Context: an optimization exercise on an open-source flow, tuned for small area, a short achievable clock period and few clock cycles per item. The choices shown serve that exercise and are no tape-out recipe.
At most, simulation tests tie the RTL to the original design; equivalence was not proved.
The RTL of run 4 was laid out without a check of its function.
Power is estimated from default activity; no workload was simulated.

**run.sh**
```bash
#!/bin/bash
# synth_recipe.tcl (not shown) runs the flow's synth.tcl, then flattens the netlist and writes it again
# the make line also repeats each setting of config.mk as NAME=value (left out here)
make -C /OpenROAD-flow-scripts/flow DESIGN_CONFIG=/design/flow/config.mk WORK_HOME=/design/flow/orfs CLKGATE_MAP_FILE= SYNTH_SCRIPT=/design/flow/synth_recipe.tcl finish
```
**config.mk**
```make
export PLATFORM = sky130hd
export DESIGN_NAME = conv_acc
export DESIGN_NICKNAME = conv_acc
export VERILOG_FILES = /design/flow/design.v
export SDC_FILE = /design/flow/constraint.sdc
export NUM_CORES = 4
export LEC_CHECK = 0
export CAP_MARGIN = 20
export CORE_MARGIN = 2
export CORE_UTILIZATION = 60
export CTS_BUF_LIST = sky130_fd_sc_hd__clkbuf_16
export CTS_CLUSTER_DIAMETER = 120
export CTS_CLUSTER_SIZE = 30
export SETUP_SLACK_MARGIN = 3.8
export SLEW_MARGIN = 20
export SYNTH_HIERARCHICAL = 1
export TNS_END_PERCENT = 100
```
**constraint.sdc**
```tcl
create_clock -name core_clock -period 7.0 [get_ports {clk}]
set_input_delay 1.4000 -clock core_clock [delete_from_list [all_inputs] [get_ports {clk}]]
set_output_delay 1.4000 -clock core_clock [all_outputs]
set_load 0.01 [all_outputs]
```
**design.v**
```verilog
package conv_pkg;
    localparam int RES_DEPTH = 16;
    localparam logic [1:0] ADR_OPERAND = 2'd0;
    localparam logic [1:0] ADR_RESULT  = 2'd1;
    localparam logic [1:0] ADR_STATUS  = 2'd2;
    localparam logic [1:0] ADR_CLEAR   = 2'd3;
    typedef struct packed {
        logic signed [15:0] psum;
        logic signed [7:0]  fltr;
        logic signed [7:0]  ifmap;
    } operand_t;
endpackage
module conv_mac_cs (input logic [7:0] f, input logic [7:0] x, input logic [15:0] psum, output logic [15:0] row_a, output logic [15:0] row_b);
    logic c10;
    logic c100;
    logic c102;
    logic c104;
    logic c106;
    logic c108;
    logic c110;
    logic c112;
    logic c114;
    logic c12;
    logic c14;
    logic c16;
    logic c18;
    logic c2;
    logic c20;
    logic c22;
    logic c24;
    logic c26;
    logic c28;
    logic c30;
    logic c32;
    logic c34;
    logic c36;
    logic c38;
    logic c4;
    logic c40;
    logic c42;
    logic c44;
    logic c46;
    logic c48;
    logic c50;
    logic c52;
    logic c54;
    logic c56;
    logic c58;
    logic c6;
    logic c60;
    logic c62;
    logic c64;
    logic c66;
    logic c68;
    logic c70;
    logic c72;
    logic c74;
    logic c76;
    logic c78;
    logic c8;
    logic c80;
    logic c82;
    logic c84;
    logic c86;
    logic c88;
    logic c90;
    logic c92;
    logic c94;
    logic c96;
    logic c98;
    logic pp0_0;
    logic pp0_1;
    logic pp0_2;
    logic pp0_3;
    logic pp0_4;
    logic pp0_5;
    logic pp0_6;
    logic pp0_7;
    logic pp1_0;
    logic pp1_1;
    logic pp1_2;
    logic pp1_3;
    logic pp1_4;
    logic pp1_5;
    logic pp1_6;
    logic pp1_7;
    logic pp2_0;
    logic pp2_1;
    logic pp2_2;
    logic pp2_3;
    logic pp2_4;
    logic pp2_5;
    logic pp2_6;
    logic pp2_7;
    logic pp3_0;
    logic pp3_1;
    logic pp3_2;
    logic pp3_3;
    logic pp3_4;
    logic pp3_5;
    logic pp3_6;
    logic pp3_7;
    logic pp4_0;
    logic pp4_1;
    logic pp4_2;
    logic pp4_3;
    logic pp4_4;
    logic pp4_5;
    logic pp4_6;
    logic pp4_7;
    logic pp5_0;
    logic pp5_1;
    logic pp5_2;
    logic pp5_3;
    logic pp5_4;
    logic pp5_5;
    logic pp5_6;
    logic pp5_7;
    logic pp6_0;
    logic pp6_1;
    logic pp6_2;
    logic pp6_3;
    logic pp6_4;
    logic pp6_5;
    logic pp6_6;
    logic pp6_7;
    logic pp7_0;
    logic pp7_1;
    logic pp7_2;
    logic pp7_3;
    logic pp7_4;
    logic pp7_5;
    logic pp7_6;
    logic pp7_7;
    logic s1;
    logic s101;
    logic s103;
    logic s105;
    logic s107;
    logic s109;
    logic s11;
    logic s111;
    logic s113;
    logic s13;
    logic s15;
    logic s17;
    logic s19;
    logic s21;
    logic s23;
    logic s25;
    logic s27;
    logic s29;
    logic s3;
    logic s31;
    logic s33;
    logic s35;
    logic s37;
    logic s39;
    logic s41;
    logic s43;
    logic s45;
    logic s47;
    logic s49;
    logic s5;
    logic s51;
    logic s53;
    logic s55;
    logic s57;
    logic s59;
    logic s61;
    logic s63;
    logic s65;
    logic s67;
    logic s69;
    logic s7;
    logic s71;
    logic s73;
    logic s75;
    logic s77;
    logic s79;
    logic s81;
    logic s83;
    logic s85;
    logic s87;
    logic s89;
    logic s9;
    logic s91;
    logic s93;
    logic s95;
    logic s97;
    logic s99;
    assign pp0_0 = x[0] & f[0];
    assign pp0_1 = x[0] & f[1];
    assign pp0_2 = x[0] & f[2];
    assign pp0_3 = x[0] & f[3];
    assign pp0_4 = x[0] & f[4];
    assign pp0_5 = x[0] & f[5];
    assign pp0_6 = x[0] & f[6];
    assign pp0_7 = ~(x[0] & f[7]);
    assign pp1_0 = x[1] & f[0];
    assign pp1_1 = x[1] & f[1];
    assign pp1_2 = x[1] & f[2];
    assign pp1_3 = x[1] & f[3];
    assign pp1_4 = x[1] & f[4];
    assign pp1_5 = x[1] & f[5];
    assign pp1_6 = x[1] & f[6];
    assign pp1_7 = ~(x[1] & f[7]);
    assign pp2_0 = x[2] & f[0];
    assign pp2_1 = x[2] & f[1];
    assign pp2_2 = x[2] & f[2];
    assign pp2_3 = x[2] & f[3];
    assign pp2_4 = x[2] & f[4];
    assign pp2_5 = x[2] & f[5];
    assign pp2_6 = x[2] & f[6];
    assign pp2_7 = ~(x[2] & f[7]);
    assign pp3_0 = x[3] & f[0];
    assign pp3_1 = x[3] & f[1];
    assign pp3_2 = x[3] & f[2];
    assign pp3_3 = x[3] & f[3];
    assign pp3_4 = x[3] & f[4];
    assign pp3_5 = x[3] & f[5];
    assign pp3_6 = x[3] & f[6];
    assign pp3_7 = ~(x[3] & f[7]);
    assign pp4_0 = x[4] & f[0];
    assign pp4_1 = x[4] & f[1];
    assign pp4_2 = x[4] & f[2];
    assign pp4_3 = x[4] & f[3];
    assign pp4_4 = x[4] & f[4];
    assign pp4_5 = x[4] & f[5];
    assign pp4_6 = x[4] & f[6];
    assign pp4_7 = ~(x[4] & f[7]);
    assign pp5_0 = x[5] & f[0];
    assign pp5_1 = x[5] & f[1];
    assign pp5_2 = x[5] & f[2];
    assign pp5_3 = x[5] & f[3];
    assign pp5_4 = x[5] & f[4];
    assign pp5_5 = x[5] & f[5];
    assign pp5_6 = x[5] & f[6];
    assign pp5_7 = ~(x[5] & f[7]);
    assign pp6_0 = x[6] & f[0];
    assign pp6_1 = x[6] & f[1];
    assign pp6_2 = x[6] & f[2];
    assign pp6_3 = x[6] & f[3];
    assign pp6_4 = x[6] & f[4];
    assign pp6_5 = x[6] & f[5];
    assign pp6_6 = x[6] & f[6];
    assign pp6_7 = ~(x[6] & f[7]);
    assign pp7_0 = ~(x[7] & f[0]);
    assign pp7_1 = ~(x[7] & f[1]);
    assign pp7_2 = ~(x[7] & f[2]);
    assign pp7_3 = ~(x[7] & f[3]);
    assign pp7_4 = ~(x[7] & f[4]);
    assign pp7_5 = ~(x[7] & f[5]);
    assign pp7_6 = ~(x[7] & f[6]);
    assign pp7_7 = x[7] & f[7];
    conv_ha u_s1 (.a(pp0_5), .b(pp1_4), .s(s1), .co(c2));
    conv_fa u_s3 (.a(pp0_6), .b(pp1_5), .ci(pp2_4), .s(s3), .co(c4));
    conv_ha u_s5 (.a(pp3_3), .b(pp4_2), .s(s5), .co(c6));
    conv_fa u_s7 (.a(pp0_7), .b(pp1_6), .ci(pp2_5), .s(s7), .co(c8));
    conv_fa u_s9 (.a(pp3_4), .b(pp4_3), .ci(pp5_2), .s(s9), .co(c10));
    conv_ha u_s11 (.a(pp6_1), .b(pp7_0), .s(s11), .co(c12));
    conv_fa u_s13 (.a(pp1_7), .b(pp2_6), .ci(pp3_5), .s(s13), .co(c14));
    conv_fa u_s15 (.a(pp4_4), .b(pp5_3), .ci(pp6_2), .s(s15), .co(c16));
    conv_fa u_s17 (.a(pp7_1), .b(psum[8]), .ci(1'b1), .s(s17), .co(c18));
    conv_fa u_s19 (.a(pp2_7), .b(pp3_6), .ci(pp4_5), .s(s19), .co(c20));
    conv_fa u_s21 (.a(pp5_4), .b(pp6_3), .ci(pp7_2), .s(s21), .co(c22));
    conv_fa u_s23 (.a(pp3_7), .b(pp4_6), .ci(pp5_5), .s(s23), .co(c24));
    conv_ha u_s25 (.a(pp0_3), .b(pp1_2), .s(s25), .co(c26));
    conv_fa u_s27 (.a(pp0_4), .b(pp1_3), .ci(pp2_2), .s(s27), .co(c28));
    conv_ha u_s29 (.a(pp3_1), .b(pp4_0), .s(s29), .co(c30));
    conv_fa u_s31 (.a(s1), .b(pp2_3), .ci(pp3_2), .s(s31), .co(c32));
    conv_fa u_s33 (.a(pp4_1), .b(pp5_0), .ci(psum[5]), .s(s33), .co(c34));
    conv_fa u_s35 (.a(c2), .b(s3), .ci(s5), .s(s35), .co(c36));
    conv_fa u_s37 (.a(pp5_1), .b(pp6_0), .ci(psum[6]), .s(s37), .co(c38));
    conv_fa u_s39 (.a(c4), .b(c6), .ci(s7), .s(s39), .co(c40));
    conv_fa u_s41 (.a(s9), .b(s11), .ci(psum[7]), .s(s41), .co(c42));
    conv_fa u_s43 (.a(c8), .b(c10), .ci(c12), .s(s43), .co(c44));
    conv_fa u_s45 (.a(s13), .b(s15), .ci(s17), .s(s45), .co(c46));
    conv_fa u_s47 (.a(c14), .b(c16), .ci(c18), .s(s47), .co(c48));
    conv_fa u_s49 (.a(s19), .b(s21), .ci(psum[9]), .s(s49), .co(c50));
    conv_fa u_s51 (.a(c20), .b(c22), .ci(s23), .s(s51), .co(c52));
    conv_fa u_s53 (.a(pp6_4), .b(pp7_3), .ci(psum[10]), .s(s53), .co(c54));
    conv_fa u_s55 (.a(c24), .b(pp4_7), .ci(pp5_6), .s(s55), .co(c56));
    conv_fa u_s57 (.a(pp6_5), .b(pp7_4), .ci(psum[11]), .s(s57), .co(c58));
    conv_fa u_s59 (.a(pp5_7), .b(pp6_6), .ci(pp7_5), .s(s59), .co(c60));
    conv_ha u_s61 (.a(pp0_2), .b(pp1_1), .s(s61), .co(c62));
    conv_fa u_s63 (.a(s25), .b(pp2_1), .ci(pp3_0), .s(s63), .co(c64));
    conv_fa u_s65 (.a(c26), .b(s27), .ci(s29), .s(s65), .co(c66));
    conv_fa u_s67 (.a(c28), .b(c30), .ci(s31), .s(s67), .co(c68));
    conv_fa u_s69 (.a(c32), .b(c34), .ci(s35), .s(s69), .co(c70));
    conv_fa u_s71 (.a(c36), .b(c38), .ci(s39), .s(s71), .co(c72));
    conv_fa u_s73 (.a(c40), .b(c42), .ci(s43), .s(s73), .co(c74));
    conv_fa u_s75 (.a(c44), .b(c46), .ci(s47), .s(s75), .co(c76));
    conv_fa u_s77 (.a(c48), .b(c50), .ci(s51), .s(s77), .co(c78));
    conv_fa u_s79 (.a(c52), .b(c54), .ci(s55), .s(s79), .co(c80));
    conv_fa u_s81 (.a(c56), .b(c58), .ci(s59), .s(s81), .co(c82));
    conv_fa u_s83 (.a(c60), .b(pp6_7), .ci(pp7_6), .s(s83), .co(c84));
    conv_ha u_s85 (.a(pp0_1), .b(pp1_0), .s(s85), .co(c86));
    conv_fa u_s87 (.a(s61), .b(pp2_0), .ci(psum[2]), .s(s87), .co(c88));
    conv_fa u_s89 (.a(c62), .b(s63), .ci(psum[3]), .s(s89), .co(c90));
    conv_fa u_s91 (.a(c64), .b(s65), .ci(psum[4]), .s(s91), .co(c92));
    conv_fa u_s93 (.a(c66), .b(s67), .ci(s33), .s(s93), .co(c94));
    conv_fa u_s95 (.a(c68), .b(s69), .ci(s37), .s(s95), .co(c96));
    conv_fa u_s97 (.a(c70), .b(s71), .ci(s41), .s(s97), .co(c98));
    conv_fa u_s99 (.a(c72), .b(s73), .ci(s45), .s(s99), .co(c100));
    conv_fa u_s101 (.a(c74), .b(s75), .ci(s49), .s(s101), .co(c102));
    conv_fa u_s103 (.a(c76), .b(s77), .ci(s53), .s(s103), .co(c104));
    conv_fa u_s105 (.a(c78), .b(s79), .ci(s57), .s(s105), .co(c106));
    conv_fa u_s107 (.a(c80), .b(s81), .ci(psum[12]), .s(s107), .co(c108));
    conv_fa u_s109 (.a(c82), .b(s83), .ci(psum[13]), .s(s109), .co(c110));
    conv_fa u_s111 (.a(c84), .b(pp7_7), .ci(psum[14]), .s(s111), .co(c112));
    conv_ha u_s113 (.a(psum[15]), .b(1'b1), .s(s113), .co(c114));
    assign row_a = {c112, c110, c108, c106, c104, c102, c100, c98, c96, c94, c92, c90, c88, c86, s85, pp0_0};
    assign row_b = {s113, s111, s109, s107, s105, s103, s101, s99, s97, s95, s93, s91, s89, s87, psum[1], psum[0]};
endmodule
module conv_fa (input logic a, input logic b, input logic ci, output logic s, output logic co);
    assign s = a ^ b ^ ci;
    assign co = (a & b) | (a & ci) | (b & ci);
endmodule
module conv_ha (input logic a, input logic b, output logic s, output logic co);
    assign s = a ^ b;
    assign co = a & b;
endmodule
module conv_rd_bit #(
    parameter bit HAS_ST = 1'b0
)
(
    input  logic [1:0] adr,
    input  logic       head_v,
    input  logic       res,
    input  logic       st,
    output logic       dat
);
    if (HAS_ST) begin : g_st
        assign dat = (adr[0] && !adr[1] && head_v && res) || (adr[1] && !adr[0] && st);
    end else begin : g_res
        assign dat = adr[0] && !adr[1] && head_v && res;
    end
endmodule
module conv_pick #(
    parameter int N = 15
)
(
    input  logic [N-1:0] sel,
    input  logic [N-1:0] d,
    output logic         q
);
    assign q = |(sel & d);
endmodule
module conv_acc
(
    input  logic        clk,
    input  logic        arst_n,
    input  logic        wb_cyc,
    input  logic        wb_stb,
    input  logic        wb_we,
    input  logic [1:0]  wb_adr,
    input  logic [31:0] wb_dat_i,
    output logic        wb_ack,
    output logic [31:0] wb_dat_o
);
    localparam int DEPTH = conv_pkg::RES_DEPTH - 1;
    logic               req;
    logic               wr_operand;
    logic               rd_result;
    logic               wr_clear;
    logic               accept;
    logic               pop;
    logic               full;
    conv_pkg::operand_t op;
    logic [15:0]        cs_a;
    logic [15:0]        cs_b;
    logic               stage_v;
    logic [15:0]        st_a;
    logic [15:0]        st_b;
    logic [15:0]        mac;
    logic               head_v;
    logic [15:0]        head;
    logic [15:0]        mem [DEPTH];
    logic [4:0]         nrsel;
    logic [4:0]         rsel;
    logic               more;
    logic               shift;
    logic               take;
    logic               head_en;
    logic [15:0]        head_d;
    logic [DEPTH-1:0]   rsel_oh;
    logic [15:0]        oldest;
    logic               overflow;
    logic               underflow;
    logic               busy;
    logic [3:0]         status;
    assign req        = wb_cyc && wb_stb;
    assign wb_ack     = req;
    assign wr_operand = req &&  wb_we && !wb_adr[1] && !wb_adr[0];
    assign rd_result  = req && !wb_we && !wb_adr[1] &&  wb_adr[0];
    assign wr_clear   = req &&  wb_we &&  wb_adr[1] &&  wb_adr[0];
    assign rsel   = ~nrsel;
    assign more   = !rsel[4];
    assign full   = head_v && ((rsel == 5'd14) || (stage_v && (rsel == 5'd13)));
    assign accept = wr_operand && !full;
    assign pop    = rd_result && head_v;
    assign shift   = stage_v && head_v && (more || !pop);
    assign take    = pop && more;
    assign head_en = take || (stage_v && (!head_v || pop));
    assign head_d  = take ? oldest : mac;
    always_ff @(posedge clk or negedge arst_n) begin
        if (!arst_n) begin
            stage_v   <= 1'b0;
            head_v    <= 1'b0;
            nrsel     <= '0;
            overflow  <= 1'b0;
            underflow <= 1'b0;
        end else begin
            stage_v <= accept;
            if (pop && !more && !stage_v) begin
                head_v <= 1'b0;
            end else if (stage_v) begin
                head_v <= 1'b1;
            end
            case ({shift, take})
                2'b10:   nrsel <= nrsel - 1'b1;
                2'b01:   nrsel <= nrsel + 1'b1;
                default: nrsel <= nrsel;
            endcase
            if (wr_clear) begin
                overflow  <= 1'b0;
                underflow <= 1'b0;
            end else begin
                if (wr_operand && full)   overflow  <= 1'b1;
                if (rd_result && !head_v) underflow <= 1'b1;
            end
        end
    end
    assign op = conv_pkg::operand_t'(wb_dat_i);
    conv_mac_cs u_mac (
        .f     (op.fltr),
        .x     (op.ifmap),
        .psum  (op.psum),
        .row_a (cs_a),
        .row_b (cs_b)
    );
    always_ff @(posedge clk) begin
        st_a <= cs_a;
        st_b <= cs_b;
    end
    assign mac = st_a + st_b;
    always_ff @(posedge clk) begin
        if (head_en) begin
            head <= head_d;
        end
    end
    always_comb begin
        for (int i = 0; i < DEPTH; i++) begin
            rsel_oh[i] = (rsel[3:0] == i);
        end
    end
    for (genvar b = 0; b < 16; b++) begin : g_pick
        logic [DEPTH-1:0] col;
        for (genvar i = 0; i < DEPTH; i++) begin : g_col
            assign col[i] = mem[i][b];
        end
        conv_pick #(.N(DEPTH)) u_pick (
            .sel (rsel_oh),
            .d   (col),
            .q   (oldest[b])
        );
    end
    always_ff @(posedge clk) begin
        if (shift) begin
            mem[0] <= mac;
            for (int i = 1; i < DEPTH; i++) begin
                mem[i] <= mem[i-1];
            end
        end
    end
    assign busy   = head_v || stage_v;
    assign status = {busy, !busy, underflow, overflow};
    for (genvar b = 0; b < 16; b++) begin : g_rd
        conv_rd_bit #(.HAS_ST(b < 4)) u_rd (
            .adr    (wb_adr),
            .head_v (head_v),
            .res    (head[b]),
            .st     ((b < 4) ? status[b % 4] : 1'b0),
            .dat    (wb_dat_o[b])
        );
    end
    assign wb_dat_o[31:16] = '0;
endmodule
```
==> results.tsv, run 1 <==
metric	value	unit
CTS clk-pin slew, worst paths	0.12	ns
number of distinct library cells after synthesis	54	
worst setup margin	3.62	ns
row cnt	54	
PD cells	323	nW/um^2
crit path to	wb_dat_o[10]	
routed vias	7930	
clock skew	0.0148	ns
die area	23200	sq um
Worst setup SP type	primary input	
root buffer cell	clkbuf_16	
Placer Congestion	0.891	
Worst EP required	5.60	ns
Post-Syn Area	13200	sq um
Residual DRC	0	
Peak VDD IR	0.000167	V
DP Worst Slack	1.92	ns
max frequency	296	MHz
IO buf count	55	
Worst slew margin	0.167	
# Max-Cap Violations	0	
Hold-fix buffers, CTS	0	
Final setup viols	0	
RR Startpoint	nrsel[2]	
# fillers	1528	
H-tree levels	1	
gr usage total	0.267	
final setup TNS	0	ns
Net count, final	1053	
post-route ant nets	0	
final period utilization	0.482	
Initial Utilization	0.609	
Yosys reg bits	297	
reg2reg path depth	7	
Ys Warns	8	
reg2reg setup slack	3.88	ns
initial antenna violation count	0	
clk buf depth	3	
worst slew pin tran	1.25	ns
Final Cell Area	14800	sq um
DR vias/cell	6.49	
DIE HEIGHT	152	um
first drt pass iteration count	5	
Main synth FF type	edfxtp_1	
Crit path largest cell delay	0.30	ns
Area after DPL	14100	sq um
Setup CP Type	primary input to output port	
HP Class	flip-flop to flip-flop	
clock sink total	297	
routed length per instance	25.5	um
RSZ-0062 raised after global routing	yes	
# IOs	72	
footprint of the multi-input gates	4540	sq um
Post-synth EDFFs	256	
WP data arrival	1.98	ns
Syn Area/Cell	15.1	sq um
status	timing/DRC/antenna clean	
largest net degree at the start of global routing	90	
minimum clock period	3.38	ns
number of global-route vias before repair	7894	
Post-synth ARST share	0.0303	
final WL	31100	um
endpoint type of the worst setup path	output port	
total CTS buffers	13	
ant diodes	0	
RR Endpoint	head[13]	
clock latency on the worst-skew pair	0.49	ns
slowest cell on the critical path	and4b_1	
CP Cell Sequence	buf_12 -> and4b_1 -> buf_2	
core area	21700	sq um
Layout area overhead	11.7	%
Leak Pwr	5.12	nW
DP Wirelength	20400	um
first-pass GRT wire length	47300	um
Hold Vio Cnt, Final	0	
total grt overflow	0	
register area share after synthesis	0.648	
crit path from	wb_adr[1]	
Slew Limit Fails	0	
die width	152	um
CP Max Fanout	7	
cells after synthesis	872	
CTS tree	done	
area taken by flip-flops and latches	8550	sq um
drt first-iter violations	801	
share of cells above drive strength 1	0.197	
## placed cells by master (no fill, tap or decap), types with 12 or more instances in the layout
cell type / n
a21oi_1: 14
a221oi_1: 16
a222oi_1: 16
a22o_1: 16
a22oi_1: 65
and2_1: 37
and2_4: 14
and3_1: 18
buf_2: 18
buf_4: 27
buf_6: 12
clkbuf_16: 14
clkdlybuf4s50_1: 16
conb_1: 18
dfxtp_1: 32
edfxtp_1: 256
fa_1: 16
fa_2: 35
ha_1: 24
inv_1: 16
nand2_1: 49
nand4_1: 20
nor2_1: 19
xnor2_1: 12
## modules after synthesis, one instance, submodules excluded, a selection
module       copies in the design  cell area (sq um)
conv_acc                        1              10200
conv_ha                         8               12.5
conv_fa                        49               20.0
conv_mac_cs                     1                614
## how the worst min path moves through the flow
stage | end | depth (start not counted) | start
2_1_floorplan | mem[6][0] | 0 | mem[5][0]
3_3_place_gp | mem[6][7] | 0 | mem[5][7]
3_5_place_dp | mem[10][3] | 0 | mem[9][3]
4_1_cts | mem[4][15] | 0 | mem[3][15]
5_1_grt | mem[9][10] | 0 | mem[8][10]
6_report | mem[4][15] | 0 | mem[3][15]
## per-stage QoR
| step | hold WS [ns] | utilization | std cells | total power [mW] |
|---|---|---|---|---|
| after detailed placement | 0.435 | 0.651 | 1179 | 3.90 |
| after CTS | 0.458 | 0.675 | 1218 | 4.75 |
| final | 0.457 | 0.680 | 1222 | 4.77 |
| after global placement | 0.428 | 0.648 | 1175 | 3.86 |
| after floorplan | 0.425 | - | 888 | 3.39 |
| after global routing | 0.469 | 0.680 | 1222 | 5.01 |
## synthesized netlist by cell type (18+ instances only)
cell type | number | area [sq um]
a22oi_1 | 65 | 488
and2_1 | 51 | 319
and3_1 | 18 | 113
buf_4 | 48 | 360
dfxtp_1 | 32 | 641
edfxtp_1 | 256 | 7690
fa_1 | 51 | 1020
ha_1 | 27 | 338
nand2_1 | 53 | 199
nand4_1 | 20 | 125
nor2_1 | 28 | 105
## state kept, by name, summed over array words and instances (netlist names)
| name | cells |
|---|---|
| st_b | 16 |
| head | 16 |
| nrsel | 5 |
| st_a | 16 |
| overflow | 1 |
| mem | 240 |
| head_v | 1 |
| underflow | 1 |
| stage_v | 1 |
## power breakdown
group,switching [mW],internal (mW),total (mW)
Clock,0.502,0.345,0.846
Sequential,0.105,2.10,2.21
Combinational,1.03,0.683,1.72
Total,1.64,3.13,4.77
## repair_timing
action                     in CTS  in global routing
setup endpoints to repair     298                194
cloned                          4                  2
gates resized for setup       220                 19
setup buffers                  14                  2
pin swaps                      35                 19
## critical path, delay by kind of cell
family                 cells  cell delay, ns
buffers and inverters      2            0.27
AND/OR/NAND/NOR            1            0.30
## logic make-up after synthesis
family,synth area share
and+or+nand+nor,0.0935
muxes,0.00512
AOI/OAI and AO/OA,0.102
other,0.000569
xor gates and xnor gates,0.0119
adders and majority gates,0.103
DFF,0.648
buffers and inverters,0.0361
## final cells by class
type                       count  share of cell area
clock inverter                 8             0.00212
multi-input combinational    519               0.307
inverter                      12             0.00399
sequential                   297               0.580
timing repair buffer          91              0.0602
clock buffer                  13              0.0220
timing repair inverter         2            0.000848
tap                          280              0.0237
## per-layer routing
metal / track usage / vias up / wire length (um)
met5: 0 / - / 0
met4: 0.0792 / 0 / 974
met1: 0.380 / 4032 / 12300
met3: 0.0429 / 65 / 2550
met2: 0.434 / 368 / 15200
li1: - / 3465 / -
Testbench counts, summed over its fixed seeds: cycles 9,600, items 3,200.
==> run 2: changes to the inputs <==
--- a/config.mk
+++ b/config.mk
@@ -7,11 +7,11 @@
 export LEC_CHECK = 0
 export CAP_MARGIN = 20
 export CORE_MARGIN = 2
-export CORE_UTILIZATION = 60
+export CORE_UTILIZATION = 70
 export CTS_BUF_LIST = sky130_fd_sc_hd__clkbuf_16
 export CTS_CLUSTER_DIAMETER = 120
 export CTS_CLUSTER_SIZE = 30
-export SETUP_SLACK_MARGIN = 3.8
+export SETUP_SLACK_MARGIN = 3.7
 export SLEW_MARGIN = 20
 export SYNTH_HIERARCHICAL = 1
 export TNS_END_PERCENT = 100
==> run 2 against run 1 <==
- still clean on timing, DRC and antenna
- global-route usage up 3.4 points
- sequential power about the same
- synthesized cell count unchanged
- via count up 0.77%
- core utilization up 10 points
- design area down 1.8%
- largest power group unchanged
==> results.tsv, run 2 <==
metric	value	unit	change
Layout area overhead	9.76	%	
Net Sw Power	1.63	mW	-0.75%
Combinational Power Share	0.352		-0.008
status	timing/DRC/antenna clean		
register area share after synthesis	0.648		unchanged
Pint	3.11	mW	-0.52%
Leak Pwr	5.04	nW	-1.6%
share of cells above drive strength 1	0.168		-0.0290
clock skew	0.0406	ns	+0.0258 ns
core area	18600	sq um	-14%
RSZ-0062 raised after global routing	yes		
first-pass GRT wire length	45300	um	-4.3%
ranking of synthesized cells by area	edfxtp_1 (58%), fa_1 (7.7%), dfxtp_1 (4.9%), a22oi_1 (3.7%), buf_4 (2.7%)		
top post-synthesis cells by count	edfxtp_1 (256), a22oi_1 (65), nand2_1 (53)		
drt first-iter violations	1015		+27%
number of distinct library cells after synthesis	54		unchanged
largest reg by FF count	mem		
Hold-fix buffers, CTS	0		unchanged
Synth top area share	0.582		unchanged
routed vias	7991		+0.77%
Main synth FF type	edfxtp_1		
Net count, final	1036		-1.6%
CTS clk-pin slew, worst paths	0.12	ns	about the same
die width	141	um	-7.2%
clock share of power	0.181		+0.004
DP Worst Slack	1.97	ns	+0.0479 ns
clock sink total	297		unchanged
total CTS buffers	13		unchanged
CTS tree	done		
minimum clock period	3.35	ns	-0.0236 ns
root buffer cell	clkbuf_16		
DP Wirelength	19500	um	-4.2%
footprint of the multi-input gates	4490	sq um	-0.91%
H-tree levels	1		unchanged
Final setup viols	0		unchanged
Final Cell Area	14500	sq um	-1.8%
Yosys reg bits	297		unchanged
worst setup margin	3.65	ns	+0.0236 ns
die area	20000	sq um	-14%
Syn Area/Cell	15.1	sq um	unchanged
# Max-Cap Violations	0		unchanged
commonest non-fill, non-tap cell in the layout	edfxtp_1		
Initial Utilization	0.711		+0.102
largest net degree at the start of global routing	175		+94%
most common cell in the synthesized netlist	edfxtp_1		
max frequency	298	MHz	+0.70%
crit path from	wb_we		
final WL	30300	um	-2.6%
Setup CP Type	primary input to flip-flop		
PD cells	327	nW/um^2	+1.2%
Hold Vio Cnt, Final	0		unchanged
clock latency on the worst-skew pair	0.51	ns	+0.02 ns
number of flip-flops in the largest register	240		unchanged
first drt pass iteration count	6		+1
switch share	0.343		-0.000526
# fillers	1074		-30%
Post-synth ARST share	0.0303		unchanged
endpoint type of the worst setup path	flip-flop		
total grt overflow	0		unchanged
number of global-route vias before repair	7964		+0.89%
clk buf depth	3		unchanged
sequential share of power	0.467		+0.004
final setup TNS	0	ns	unchanged
Post-Syn Area	13200	sq um	unchanged
Worst setup SP type	primary input		
Placer Congestion	0.976		+9.6%
cells after synthesis	872		unchanged
Post-synth EDFFs	256		unchanged
Area after DPL	14000	sq um	-1.1%
routed length per instance	26.1	um	+2.6%
Worst slew margin	0.139		-0.0273
Slew Limit Fails	0		unchanged
WP data arrival	3.76	ns	+1.78 ns
HP Class	flip-flop to flip-flop		
gr usage total	0.302		+0.0344
Residual DRC	0		unchanged
area taken by flip-flops and latches	8560	sq um	about the same
final period utilization	0.479		-0.00337
CP Max Fanout	5		-2
post-route ant nets	0		unchanged
worst slew pin tran	1.29	ns	+0.0407 ns
# IOs	72		unchanged
Ys Warns	8		unchanged
min-delay src	mem[6][13]		
IO buf count	55		unchanged
Worst EP required	7.40	ns	+1.80 ns
Synth area leader	edfxtp_1		
ant diodes	0		unchanged
initial antenna violation count	0		unchanged
RR Startpoint	nrsel[2]		
DR vias/cell	6.89		+6.2%
DIE HEIGHT	141	um	-7.2%
most frequent cells in the layout	edfxtp_1 (256), a22oi_1 (65), nand2_1 (49)		
Peak VDD IR	0.000218	V	+30%
row cnt	50		-7.4%
[run 2: cell counts after synthesis]
No cell type changed its count.
[run 2: cell families (layout without fill, tap and decap cells)]
logic type | Yosys count | count (layout) | share of synthesized area
simple gates | 221 | 222 | 0.0935
buf+inv | 73 | 110 | 0.0361
compound gates | 177 | 177 | 0.102
flops | 297 | 297 | 0.648
xor+xnor | 18 | 18 | 0.0119
fa+ha+maj | 78 | 78 | 0.103
other cells | 2 | 18 | 0.000569
mux | 6 | 6 | 0.00512
[run 2: per-layer routing]
metal | vias to the layer above | wire, um | part of all wire | GRT usage
met5 | - | 0 | 0 | 0
met4 | 0 | 1000 | 0.033 | 0.105
met3 | 76 | 3060 | 0.10 | 0.0445
met2 | 510 | 14900 | 0.49 | 0.503
li1 | 3424 | - | - | -
met1 | 3981 | 11300 | 0.37 | 0.415
[run 2: per-stage QoR]
step | power, mW | hold WS, ns | utilization | instances
after floorplan | 3.39 | 0.425 | - | 888
after global placement | 3.78 | 0.429 | 0.752 | 1126
after detailed placement | 3.84 | 0.438 | 0.752 | 1126
after CTS | 4.68 | 0.447 | 0.774 | 1154
after global routing | 4.94 | 0.469 | 0.780 | 1160
final | 4.74 | 0.439 | 0.780 | 1160
[run 2: worst paths after layout]
kind                              endpoint  slack, ns  cells after the start
worst max-delay path              nrsel[4]       3.65                     12
worst min-delay path            mem[7][13]       0.44                      0
worst max register to register    head[10]       3.93                      7
worst min register to register  mem[7][13]       0.44                      0
max in group asynchronous           head_v       5.42                      1
min in group asynchronous         nrsel[4]       1.20                      1
[run 2: worst max-delay path: stages]
cell and delay [ns]:
dlygate4sd2_1 0.29, or3_4 0.41, o21ai_2 0.14, or2_4 0.15, ha_2 0.20, inv_2 0.09
fa_2 0.39, a21o_1 0.19, a21oi_2 0.14, xnor2_1 0.14, nor2_1 0.07, xor2_1 0.14
[run 2: repair_timing]
action,in CTS,in global routing
pin swaps,10,17
setup endpoints to repair,288,154
gates resized for setup,194,13
cloned,3,3
buffers inserted,3,3
[run 2: Yosys stat by module (local to each module, per instance), a selection]
| module | times used | flip-flops and latches | cells | cell area, sq um |
|---|---|---|---|---|
| conv_ha | 8 | 0 | 1 | 12.5 |
| conv_acc | 1 | 297 | 549 | 10200 |
| conv_fa | 49 | 0 | 1 | 20.0 |
| conv_mac_cs | 1 | 0 | 98 | 614 |
[run 2: area by class of cell]
type / count / area share
clock buffer: 13 / 0.0224
timing repair buffer: 76 / 0.0502
sequential: 297 / 0.590
tap: 234 / 0.0202
multi-input combinational: 519 / 0.310
inverter: 12 / 0.00388
clock inverter: 9 / 0.00276
[run 2: power by group through the flow]
stage	Clock [mW]	Combinational (mW)	Sequential [mW]
2_1_floorplan	0	1.19	2.20
3_3_place_gp	0	1.53	2.25
3_5_place_dp	0	1.58	2.25
4_1_cts	0.862	1.60	2.22
5_1_grt	0.911	1.80	2.23
6_report	0.856	1.67	2.22
==> run 3: changes to the inputs <==
--- a/config.mk
+++ b/config.mk
@@ -11,7 +11,7 @@
 export CTS_BUF_LIST = sky130_fd_sc_hd__clkbuf_16
 export CTS_CLUSTER_DIAMETER = 120
 export CTS_CLUSTER_SIZE = 30
-export SETUP_SLACK_MARGIN = 3.7
+export SETUP_SLACK_MARGIN = 3.8
 export SLEW_MARGIN = 20
 export SYNTH_HIERARCHICAL = 1
 export TNS_END_PERCENT = 100
==> run 3 against run 2 <==
- still clean on timing, DRC and antenna
- hold slack gained 0.012 ns
- combinational power is essentially flat
- non-clock buffer count grew 7
- critical endpoint is now wb_dat_o[1]
- largest power group unchanged
==> results.tsv, run 3 <==
metric	value	unit	change
final WL	29900	um	-1.3%
final setup TNS	0	ns	unchanged
CTS clk-pin slew, worst paths	0.11	ns	about the same
largest reg by FF count	mem		
Hold Vio Cnt, Final	0		unchanged
Net count, final	1044		+0.77%
Ys Warns	8		unchanged
Setup CP Type	primary input to output port		
Placer Congestion	0.905		-7.3%
DIE HEIGHT	141	um	unchanged
Initial Utilization	0.711		unchanged
routed length per instance	25.6	um	-1.9%
CP Max Fanout	7		+2
Residual DRC	0		unchanged
cells after synthesis	872		unchanged
post-route ant nets	0		unchanged
initial antenna violation count	0		unchanged
# IOs	72		unchanged
top post-synthesis cells by count	edfxtp_1 (256), a22oi_1 (65), nand2_1 (53)		
Inst Count DP	1126		unchanged
clock sink total	297		unchanged
total CTS buffers	13		unchanged
Syn Area/Cell	15.1	sq um	unchanged
Slew Limit Fails	0		unchanged
share of cells above drive strength 1	0.183		+0.0148
PD cells	325	nW/um^2	-0.53%
clk buf depth	3		unchanged
most common cell in the synthesized netlist	edfxtp_1		
Worst EP required	5.60	ns	-1.80 ns
total grt overflow	0		unchanged
Leak Pwr	5.07	nW	+0.66%
Post-synth ARST share	0.0303		unchanged
most frequent cells in the layout	edfxtp_1 (256), a22oi_1 (65), nand2_1 (48)		
drt first-iter violations	865		-15%
first-pass GRT wire length	45500	um	+0.64%
clock latency on the worst-skew pair	0.49	ns	-0.02 ns
Final setup viols	0		unchanged
row cnt	50		unchanged
Worst setup SP type	primary input		
DR vias/cell	6.81		-1.2%
Layout area overhead	10.6	%	
clock skew	0.0250	ns	-0.0156 ns
Post-Syn Area	13200	sq um	unchanged
IO buf count	55		unchanged
register area share after synthesis	0.648		unchanged
Worst slew margin	0.125		-0.0141
Main synth FF type	edfxtp_1		
Synth top area share	0.582		unchanged
HP Class	flip-flop to flip-flop		
core area	18600	sq um	unchanged
ant diodes	0		unchanged
number of distinct library cells after synthesis	54		unchanged
RSZ-0062 raised after global routing	yes		
CTS tree	done		
worst slew pin tran	1.31	ns	+0.0211 ns
Peak VDD IR	0.000333	V	+53%
minimum clock period	3.32	ns	-0.0280 ns
Final Non-Filler Cells	1167		+0.60%
number of global-route vias before repair	7993		+0.36%
DP Wirelength	19800	um	+1.4%
status	timing/DRC/antenna clean		
Post-synth EDFFs	256		unchanged
Synth area leader	edfxtp_1		
die width	141	um	unchanged
gr usage total	0.303		+0.00167
first drt pass iteration count	6		unchanged
ranking of synthesized cells by area	edfxtp_1 (58%), fa_1 (7.7%), dfxtp_1 (4.9%), a22oi_1 (3.7%), buf_4 (2.7%)		
endpoint type of the worst setup path	output port		
routed vias	7946		-0.56%
root buffer cell	clkbuf_16		
number of flip-flops in the largest register	240		unchanged
max frequency	301	MHz	+0.84%
# Max-Cap Violations	0		unchanged
WP data arrival	1.92	ns	-1.84 ns
die area	20000	sq um	unchanged
largest net degree at the start of global routing	90		-49%
H-tree levels	1		unchanged
Yosys reg bits	297		unchanged
commonest non-fill, non-tap cell in the layout	edfxtp_1		
final period utilization	0.475		-0.00400
run 3: stage by stage:
stage | utilization | hold WS [ns] | total power [mW] | instance area, sq um | setup slack, ns
2_1_floorplan | - | 0.425 | 3.39 | 13400 | 0.849
3_3_place_gp | 0.752 | 0.430 | 3.83 | 14000 | 2.17
3_5_place_dp | 0.753 | 0.432 | 3.88 | 14000 | 2.03
4_1_cts | 0.778 | 0.452 | 4.71 | 14500 | 3.67
5_1_grt | 0.786 | 0.466 | 4.95 | 14600 | 3.64
6_report | 0.786 | 0.451 | 4.76 | 14600 | 3.68
run 3: power breakdown:
group | internal [mW] | total (mW) | switching, mW | leakage, nW
clock | 0.344 | 0.844 | 0.500 | 0.198
combinational | 0.662 | 1.70 | 1.04 | 2.19
sequential | 2.10 | 2.21 | 0.109 | 2.68
total | 3.11 | 4.76 | 1.65 | 5.07
run 3: what timing repair did:
| action | in CTS | in global routing |
|---|---|---|
| setup buffers | 9 | 5 |
| gates resized for setup | 221 | 11 |
| gates cloned | 4 | 1 |
| setup endpoints to repair | 292 | 23 |
| pin swaps | 19 | 20 |
| hold buffers | 0 | 0 |
run 3: cells by family after synthesis:
logic type | count (synthesis) | synth area share
other cells | 2 | 0.000569
buf+inv | 73 | 0.0361
compound gates | 177 | 0.102
fa+ha+maj | 78 | 0.103
simple gates | 221 | 0.0935
flops | 297 | 0.648
xor+xnor | 18 | 0.0119
mux | 6 | 0.00512
run 3: cell type report:
type                    count  area (sq um)
clock buffers              13           325
clock inverters             8          31.3
fillers                  1073          3970
inverters                  12          56.3
multi-input cells         519          4520
flip-flops and latches    297          8550
well taps                 234           293
repair buffers             83           826
repair inverters            1          5.00
run 3: per-module statistics from Yosys (local to each module, per instance), a selection:
| module | flip-flops and latches | times used | cells |
|---|---|---|---|
| conv_ha | 0 | 8 | 1 |
| conv_fa | 0 | 49 | 1 |
| conv_acc | 297 | 1 | 549 |
| conv_mac_cs | 0 | 1 | 98 |
run 3: path summary, 6_finish.rpt:
path                            start     endpoint  slack [ns]  cells past startpoint
max                         wb_adr[1]  wb_dat_o[1]        3.68                      4
min                        mem[10][3]   mem[11][3]        0.45                      0
max reg2reg                  nrsel[3]     head[11]        3.86                      7
min reg2reg                mem[10][3]   mem[11][3]        0.45                      0
max in group asynchronous      arst_n       head_v        5.44                      1
min in group asynchronous      arst_n     overflow        1.21                      1
run 3: per-layer routing:
layer	vias to the layer above	GRT usage	part of all wire
met5	-	0	0
met4	0	0.109	0.037
met3	86	0.0510	0.097
met2	451	0.511	0.49
met1	3978	0.406	0.37
li1	3431	-	-
run 3: worst max-delay path, stage by stage:
cell      delay, ns
buf_12         0.11
nand4b_1       0.17
o21ai_1        0.10
buf_2          0.15
==> run 4: changes to the inputs <==
--- a/design.v
+++ b/design.v
@@ -10,64 +10,15 @@
         logic signed [7:0]  ifmap;
     } operand_t;
 endpackage
-module conv_mac_cs (input logic [7:0] f, input logic [7:0] x, input logic [15:0] psum, output logic [15:0] row_a, output logic [15:0] row_b);
-    logic c10;
-    logic c100;
-    logic c102;
-    logic c104;
-    logic c106;
-    logic c108;
-    logic c110;
-    logic c112;
-    logic c114;
-    logic c12;
-    logic c14;
-    logic c16;
-    logic c18;
-    logic c2;
-    logic c20;
-    logic c22;
-    logic c24;
-    logic c26;
-    logic c28;
-    logic c30;
-    logic c32;
-    logic c34;
-    logic c36;
-    logic c38;
-    logic c4;
-    logic c40;
-    logic c42;
-    logic c44;
-    logic c46;
-    logic c48;
-    logic c50;
-    logic c52;
-    logic c54;
-    logic c56;
-    logic c58;
-    logic c6;
-    logic c60;
-    logic c62;
-    logic c64;
-    logic c66;
-    logic c68;
-    logic c70;
-    logic c72;
-    logic c74;
-    logic c76;
-    logic c78;
-    logic c8;
-    logic c80;
-    logic c82;
-    logic c84;
-    logic c86;
-    logic c88;
-    logic c90;
-    logic c92;
-    logic c94;
-    logic c96;
-    logic c98;
+module conv_mac_cs
+(
+    input  logic [7:0]  f,
+    input  logic [7:0]  x,
+    input  logic [15:0] psum,
+    output logic [15:0] row_a,
+    output logic [15:0] row_b,
+    output logic        cin
+);
     logic pp0_0;
     logic pp0_1;
     logic pp0_2;
@@ -133,62 +84,131 @@
     logic pp7_6;
     logic pp7_7;
     logic s1;
-    logic s101;
-    logic s103;
-    logic s105;
-    logic s107;
-    logic s109;
+    logic c2;
+    logic s3;
+    logic c4;
+    logic s5;
+    logic c6;
+    logic s7;
+    logic c8;
+    logic s9;
+    logic c10;
     logic s11;
-    logic s111;
-    logic s113;
+    logic c12;
     logic s13;
+    logic c14;
     logic s15;
+    logic c16;
     logic s17;
+    logic c18;
     logic s19;
+    logic c20;
     logic s21;
+    logic c22;
     logic s23;
+    logic c24;
     logic s25;
+    logic c26;
     logic s27;
+    logic c28;
     logic s29;
-    logic s3;
+    logic c30;
     logic s31;
+    logic c32;
     logic s33;
+    logic c34;
     logic s35;
+    logic c36;
     logic s37;
+    logic c38;
     logic s39;
+    logic c40;
     logic s41;
+    logic c42;
     logic s43;
+    logic c44;
     logic s45;
+    logic c46;
     logic s47;
+    logic c48;
     logic s49;
-    logic s5;
+    logic c50;
     logic s51;
+    logic c52;
     logic s53;
+    logic c54;
     logic s55;
+    logic c56;
     logic s57;
+    logic c58;
     logic s59;
+    logic c60;
     logic s61;
+    logic c62;
     logic s63;
+    logic c64;
     logic s65;
+    logic c66;
     logic s67;
+    logic c68;
     logic s69;
-    logic s7;
+    logic c70;
     logic s71;
+    logic c72;
     logic s73;
+    logic c74;
     logic s75;
+    logic c76;
     logic s77;
+    logic c78;
     logic s79;
+    logic c80;
     logic s81;
+    logic c82;
     logic s83;
+    logic c84;
     logic s85;
+    logic c86;
     logic s87;
+    logic c88;
     logic s89;
-    logic s9;
+    logic c90;
     logic s91;
+    logic c92;
     logic s93;
+    logic c94;
     logic s95;
+    logic c96;
     logic s97;
+    logic c98;
     logic s99;
+    logic c100;
+    logic s101;
+    logic c102;
+    logic s103;
+    logic c104;
+    logic s105;
+    logic c106;
+    logic s107;
+    logic c108;
+    logic s109;
+    logic c110;
+    logic s111;
+    logic c112;
+    logic s113;
+    logic c114;
+    logic s115;
+    logic c116;
+    logic s117;
+    logic c118;
+    logic s119;
+    logic c120;
+    logic s121;
+    logic c122;
+    logic s123;
+    logic c124;
+    logic s125;
+    logic c126;
     assign pp0_0 = x[0] & f[0];
     assign pp0_1 = x[0] & f[1];
     assign pp0_2 = x[0] & f[2];
@@ -310,15 +330,107 @@
     conv_fa u_s109 (.a(c82), .b(s83), .ci(psum[13]), .s(s109), .co(c110));
     conv_fa u_s111 (.a(c84), .b(pp7_7), .ci(psum[14]), .s(s111), .co(c112));
     conv_ha u_s113 (.a(psum[15]), .b(1'b1), .s(s113), .co(c114));
-    assign row_a = {c112, c110, c108, c106, c104, c102, c100, c98, c96, c94, c92, c90, c88, c86, s85, pp0_0};
-    assign row_b = {s113, s111, s109, s107, s105, s103, s101, s99, s97, s95, s93, s91, s89, s87, psum[1], psum[0]};
+    conv_ha u_s115 (.a(pp0_0), .b(psum[0]), .s(s115), .co(c116));
+    conv_fa u_s117 (.a(s85), .b(psum[1]), .ci(c116), .s(s117), .co(c118));
+    conv_fa u_s119 (.a(c86), .b(s87), .ci(c118), .s(s119), .co(c120));
+    conv_fa u_s121 (.a(c88), .b(s89), .ci(c120), .s(s121), .co(c122));
+    conv_fa u_s123 (.a(c90), .b(s91), .ci(c122), .s(s123), .co(c124));
+    conv_fa u_s125 (.a(c92), .b(s93), .ci(c124), .s(s125), .co(c126));
+    assign row_a = {c112, c110, c108, c106, c104, c102, c100, c98, c96, c94, s125, s123, s121, s119, s117, s115};
+    assign row_b = {s113, s111, s109, s107, s105, s103, s101, s99, s97, s95, 1'b0, 1'b0, 1'b0, 1'b0, 1'b0, 1'b0};
+    assign cin   = c126;
 endmodule
-module conv_fa (input logic a, input logic b, input logic ci, output logic s, output logic co);
-    assign s = a ^ b ^ ci;
+module conv_add16
+(
+    input  logic [15:0] a,
+    input  logic [15:0] b,
+    input  logic        ci,
+    output logic [15:0] s
+);
+    logic [15:0] g;
+    logic [15:0] p;
+    logic gc;
+    logic gg1;
+    logic pp1;
+    logic gg2;
+    logic pp2;
+    logic gg3;
+    logic pp3;
+    logic gg4;
+    logic pp4;
+    logic gg5;
+    logic pp5;
+    logic gg6;
+    logic pp6;
+    logic gg7;
+    logic pp7;
+    logic gg8;
+    logic pp8;
+    logic gg9;
+    logic pp9;
+    logic gg10;
+    logic pp10;
+    logic gg11;
+    logic pp11;
+    logic gg12;
+    logic pp12;
+    logic gg13;
+    logic pp13;
+    logic gg14;
+    logic pp14;
+    assign g = a & b;
+    assign p = a ^ b;
+    assign gc = g[6] | (p[6] & ci);
+    assign gg1 = g[7] | (p[7] & gc);
+    assign pp1 = p[7] & p[6];
+    assign gg2 = g[9] | (p[9] & g[8]);
+    assign pp2 = p[9] & p[8];
+    assign gg3 = g[11] | (p[11] & g[10]);
+    assign pp3 = p[11] & p[10];
+    assign gg4 = g[13] | (p[13] & g[12]);
+    assign pp4 = p[13] & p[12];
+    assign gg5 = g[15] | (p[15] & g[14]);
+    assign pp5 = p[15] & p[14];
+    assign gg6 = gg2 | (pp2 & gg1);
+    assign pp6 = pp2 & pp1;
+    assign gg7 = gg4 | (pp4 & gg3);
+    assign pp7 = pp4 & pp3;
+    assign gg8 = gg7 | (pp7 & gg6);
+    assign pp8 = pp7 & pp6;
+    assign gg9 = gg3 | (pp3 & gg6);
+    assign pp9 = pp3 & pp6;
+    assign gg10 = gg5 | (pp5 & gg8);
+    assign pp10 = pp5 & pp8;
+    assign gg11 = g[8] | (p[8] & gg1);
+    assign pp11 = p[8] & pp1;
+    assign gg12 = g[10] | (p[10] & gg6);
+    assign pp12 = p[10] & pp6;
+    assign gg13 = g[12] | (p[12] & gg9);
+    assign pp13 = p[12] & pp9;
+    assign gg14 = g[14] | (p[14] & gg8);
+    assign pp14 = p[14] & pp8;
+    assign s[5:0] = a[5:0];
+    assign s[15:6] = p[15:6] ^ {gg14, gg8, gg13, gg9, gg12, gg6, gg11, gg1, gc, ci};
+endmodule
+module conv_fa
+(
+    input  logic a,
+    input  logic b,
+    input  logic ci,
+    output logic s,
+    output logic co
+);
+    assign s  = a ^ b ^ ci;
     assign co = (a & b) | (a & ci) | (b & ci);
 endmodule
-module conv_ha (input logic a, input logic b, output logic s, output logic co);
-    assign s = a ^ b;
+module conv_ha
+(
+    input  logic a,
+    input  logic b,
+    output logic s,
+    output logic co
+);
+    assign s  = a ^ b;
     assign co = a & b;
 endmodule
 module conv_rd_bit #(
@@ -326,15 +438,14 @@
 )
 (
     input  logic [1:0] adr,
-    input  logic       head_v,
     input  logic       res,
     input  logic       st,
     output logic       dat
 );
     if (HAS_ST) begin : g_st
-        assign dat = (adr[0] && !adr[1] && head_v && res) || (adr[1] && !adr[0] && st);
+        assign dat = (adr[0] && !adr[1] && res) || (adr[1] && !adr[0] && st);
     end else begin : g_res
-        assign dat = adr[0] && !adr[1] && head_v && res;
+        assign dat = adr[0] && !adr[1] && res;
     end
 endmodule
 module conv_pick #(
@@ -370,9 +481,11 @@
     conv_pkg::operand_t op;
     logic [15:0]        cs_a;
     logic [15:0]        cs_b;
+    logic               cs_c;
     logic               stage_v;
     logic [15:0]        st_a;
     logic [15:0]        st_b;
+    logic               st_c;
     logic [15:0]        mac;
     logic               head_v;
     logic [15:0]        head;
@@ -383,9 +496,9 @@
     logic               shift;
     logic               take;
     logic               head_en;
-    logic [15:0]        head_d;
-    logic [DEPTH-1:0]   rsel_oh;
+    logic [DEPTH-1:0]   pick;
     logic [15:0]        oldest;
+    logic [15:0]        head_d;
     logic               overflow;
     logic               underflow;
     logic               busy;
@@ -402,8 +515,7 @@
     assign pop    = rd_result && head_v;
     assign shift   = stage_v && head_v && (more || !pop);
     assign take    = pop && more;
-    assign head_en = take || (stage_v && (!head_v || pop));
-    assign head_d  = take ? oldest : mac;
+    assign head_en = pop || (stage_v && !head_v);
     always_ff @(posedge clk or negedge arst_n) begin
         if (!arst_n) begin
             stage_v   <= 1'b0;
@@ -438,21 +550,23 @@
         .x     (op.ifmap),
         .psum  (op.psum),
         .row_a (cs_a),
-        .row_b (cs_b)
+        .row_b (cs_b),
+        .cin   (cs_c)
     );
     always_ff @(posedge clk) begin
         st_a <= cs_a;
         st_b <= cs_b;
+        st_c <= cs_c;
     end
-    assign mac = st_a + st_b;
-    always_ff @(posedge clk) begin
-        if (head_en) begin
-            head <= head_d;
-        end
-    end
+    conv_add16 u_add (
+        .a  (st_a),
+        .b  (st_b),
+        .ci (st_c),
+        .s  (mac)
+    );
     always_comb begin
         for (int i = 0; i < DEPTH; i++) begin
-            rsel_oh[i] = (rsel[3:0] == i);
+            pick[i] = (rsel[3:0] == i);
         end
     end
     for (genvar b = 0; b < 16; b++) begin : g_pick
@@ -461,11 +575,19 @@
             assign col[i] = mem[i][b];
         end
         conv_pick #(.N(DEPTH)) u_pick (
-            .sel (rsel_oh),
+            .sel (pick),
             .d   (col),
             .q   (oldest[b])
         );
     end
+    assign head_d = more ? oldest : (stage_v ? mac : 16'd0);
+    always_ff @(posedge clk or negedge arst_n) begin
+        if (!arst_n) begin
+            head <= '0;
+        end else if (head_en) begin
+            head <= head_d;
+        end
+    end
     always_ff @(posedge clk) begin
         if (shift) begin
             mem[0] <= mac;
@@ -479,7 +601,6 @@
     for (genvar b = 0; b < 16; b++) begin : g_rd
         conv_rd_bit #(.HAS_ST(b < 4)) u_rd (
             .adr    (wb_adr),
-            .head_v (head_v),
             .res    (head[b]),
             .st     ((b < 4) ? status[b % 4] : 1'b0),
             .dat    (wb_dat_o[b])
==> run 4 against run 3 <==
- final cell count decreased by 5.5%
- combinational power decreased by 15%
- count of clock-buffer cells in the layout unchanged
- critical endpoint is now st_a[5]
- highest routed layer unchanged
==> results.tsv, run 4 <==
metric	value	unit	change
Setup CP Type	primary input to flip-flop		
Worst slew margin	0.168		+0.0430
gr usage total	0.303		about the same
crit path from	wb_dat_i[11]		
Post-Syn Area	12900	sq um	-2.7%
first-pass GRT wire length	44500	um	-2.3%
IO buf count	55		unchanged
Worst setup SP type	primary input		
number of flip-flops in the largest register	240		unchanged
initial antenna violation count	0		unchanged
commonest non-fill, non-tap cell in the layout	edfxtp_1		
root buffer cell	clkbuf_16		
total chip power	4.52	mW	-5.0%
final WL	29800	um	-0.48%
slowest cell on the critical path	fa_2		
row cnt	49		-2.0%
drt first-iter violations	1006		+16%
Peak VDD IR	0.000370	V	+11%
PD cells	313	nW/um^2	-3.7%
Slew Limit Fails	0		unchanged
Initial Utilization	0.716		+0.00483
largest registers	mem (240), head (16), st_a (16)		
DP Wirelength	18100	um	-8.4%
first drt pass iteration count	8		+2
Layout area overhead	12.2	%	
minimum clock period	3.67	ns	+0.348 ns
status	timing/DRC/antenna clean		
post-route ant nets	0		unchanged
# fillers	906		-16%
routed vias	7600		-4.4%
Placer Congestion	0.857		-5.3%
Hold Vio Cnt, Final	0		unchanged
final period utilization	0.525		+0.0497
Crit path depth	8		+4
die area	19500	sq um	-2.6%
Worst EP required	7.43	ns	+1.83 ns
Final setup viols	0		unchanged
reg2reg path depth	8		+1
H-tree levels	1		unchanged
total grt overflow	0		unchanged
CP Max Fanout	3		-4
clock sink total	292		-1.7%
# Max-Cap Violations	0		unchanged
core area	18000	sq um	-3.3%
WHS	0.452	ns	+0.00119 ns
most frequent cells in the layout	edfxtp_1 (240), a22oi_1 (80), fa_2 (40)		
CTS clk-pin slew, worst paths	0.11	ns	about the same
number of global-route vias before repair	7805		-2.4%
worst slew pin tran	1.25	ns	-0.0615 ns
Top delay family on crit path	adder cells		
Critical path buffers and inverters	1		-1
largest net degree at the start of global routing	88		-2.2%
clock latency on the worst-skew pair	0.49	ns	about the same
# IOs	72		unchanged
share of cells above drive strength 1	0.221		+0.0375
ant diodes	0		unchanged
total CTS buffers	13		unchanged
die width	140	um	-1.3%
RSZ-0062 raised after global routing	yes		
Ys Warns	8		unchanged
cells after synthesis	813		-6.8%
clk buf depth	3		unchanged
clock skew	0.0164	ns	-0.00852 ns
HP Class	flip-flop to flip-flop		
CP Cell Sequence	buf_12 -> and2_4 -> ha_4 -> fa_1 -> fa_1 -> fa_2 -> fa_2 -> fa_2		
RR Startpoint	nrsel[0]		
RR Endpoint	head[8]		
Net count, final	987		-5.5%
Crit path largest cell delay	0.52	ns	+0.35 ns
crit path to	st_a[5]		
DR vias/cell	6.89		+1.2%
final core utilization	0.803		+0.0166
largest reg by FF count	mem		
routed length per instance	27.0	um	+5.3%
reg2reg setup slack	3.90	ns	+0.04 ns
max frequency	272	MHz	-9.5%
endpoint type of the worst setup path	flip-flop		
DIE HEIGHT	140	um	-1.3%
most frequent CP cell	fa_2		
WP data arrival	4.10	ns	+2.18 ns
Residual DRC	0		unchanged
CTS tree	done		
Leak Pwr	5.01	nW	-1.2%
Syn Area/Cell	15.8	sq um	+4.4%
final setup TNS	0	ns	unchanged
## run 4: changes by cell type in the layout (fill, tap and decap cells not counted), sizes merged, moves of 8 or more
cell	delta
fa	+10
ha	-8
dfrtp	+16
nand2	-25
and4b	-12
and3b	+12
inv	+10
a22oi	+15
edfxtp	-16
## run 4: through the flow
| stage | cell area, sq um | std cells | setup slack (ns) |
|---|---|---|---|
| floorplan | 13100 | 829 | 1.27 |
| global placement | 13700 | 1061 | 2.28 |
| detailed placement | 13700 | 1061 | 2.13 |
| CTS | 14200 | 1094 | 3.29 |
| global route | 14400 | 1103 | 3.30 |
| finish | 14400 | 1103 | 3.33 |
## run 4: report_power, final
part	switching (mW)	internal, mW
combinational	0.848	0.597
clock	0.500	0.346
sequential	0.171	2.06
total	1.52	3.00
## run 4: worst min path at each step
| stage | startpoint | to | slack, ns | cells past startpoint |
|---|---|---|---|---|
| 6_report | mem[10][4] | mem[11][4] | 0.45 | 0 |
| 5_1_grt | st_a[5] | mem[0][5] | 0.46 | 0 |
| 4_1_cts | st_a[5] | mem[0][5] | 0.44 | 0 |
| 3_5_place_dp | st_a[5] | mem[0][5] | 0.42 | 0 |
| 3_3_place_gp | st_a[5] | mem[0][5] | 0.41 | 0 |
| 2_1_floorplan | mem[5][0] | mem[6][0] | 0.43 | 0 |
## run 4: worst reg2reg max path, stage by stage, from the launching register on
cell and delay (ns):
dfrtp_1 0.61, inv_1 0.24, nand2_1 0.24, nor2_2 0.90, a22oi_1 0.25, and3_1 0.26, nand4_1 0.19, a22oi_1 0.14
a21oi_1 0.20
## run 4: cell type report
type | instances | area, sq um | share of cell area
timing repair buffer | 81 | 886 | 0.0614
clock buffer | 13 | 325 | 0.0226
sequential | 292 | 8370 | 0.581
multi-input combinational | 460 | 4440 | 0.308
clock inverter | 8 | 35.0 | 0.00243
tap | 229 | 287 | 0.0199
inverter | 20 | 77.6 | 0.00538
## run 4: layer usage
metal  up-vias  GRT usage  wire length [um]
met5         -          0                 0
met2       554      0.495             14500
met4         0      0.110              1130
li1       3187          -                 -
met1      3772      0.417             10900
met3        87     0.0582              3250
## run 4: timing repair
action                                  in CTS  in global routing
pin swaps                                   28                 35
buffers inserted                             6                  8
endpoints found under the setup margin     300                 31
resized for setup                          211                 33
hold buffers                                 0                  0
gates cloned                                 6                  1

static timing again, ports no longer ideal:
The results above use ideal ports. As a check the final layouts listed here were re-extracted and re-timed, cells and wires unchanged. Step 1 (the two cells are an assumption about what drives the block):
set clk [get_ports {clk}]
set_driving_cell -lib_cell sky130_fd_sc_hd__clkbuf_16 $clk
set_driving_cell -lib_cell sky130_fd_sc_hd__buf_2 [delete_from_list [all_inputs] $clk]
Step 2, shift: input delay + t, output delay - t, t = (earliest + latest rising clock arrival at the registers) / 2. This alone moves slack from input paths to output paths. Three values: ideal, step 1, step 2; two values: the first two.
run | t (ns) | setup WS [ns] | clock arrival spread, ns | cell pins on the clock port's net
run 1 | 0.540 | 3.624 / 3.467 / 3.175 | 0.020 / 0.019 | 1
run 2 | 0.540 | 3.648 / 3.505 / 3.069 | 0.042 / 0.043 | 1
run 3 | 0.532 | 3.676 / 3.532 / 3.195 | 0.026 / 0.026 | 1
run 4 | 0.531 | 3.328 / 3.328 / 2.797 | 0.016 / 0.016 | 1
After both steps every run listed still meets setup and hold. For run 2, which loses most, drivers alone change the setup slack by -0.143 ns; drivers and shift together by -0.579 ns.
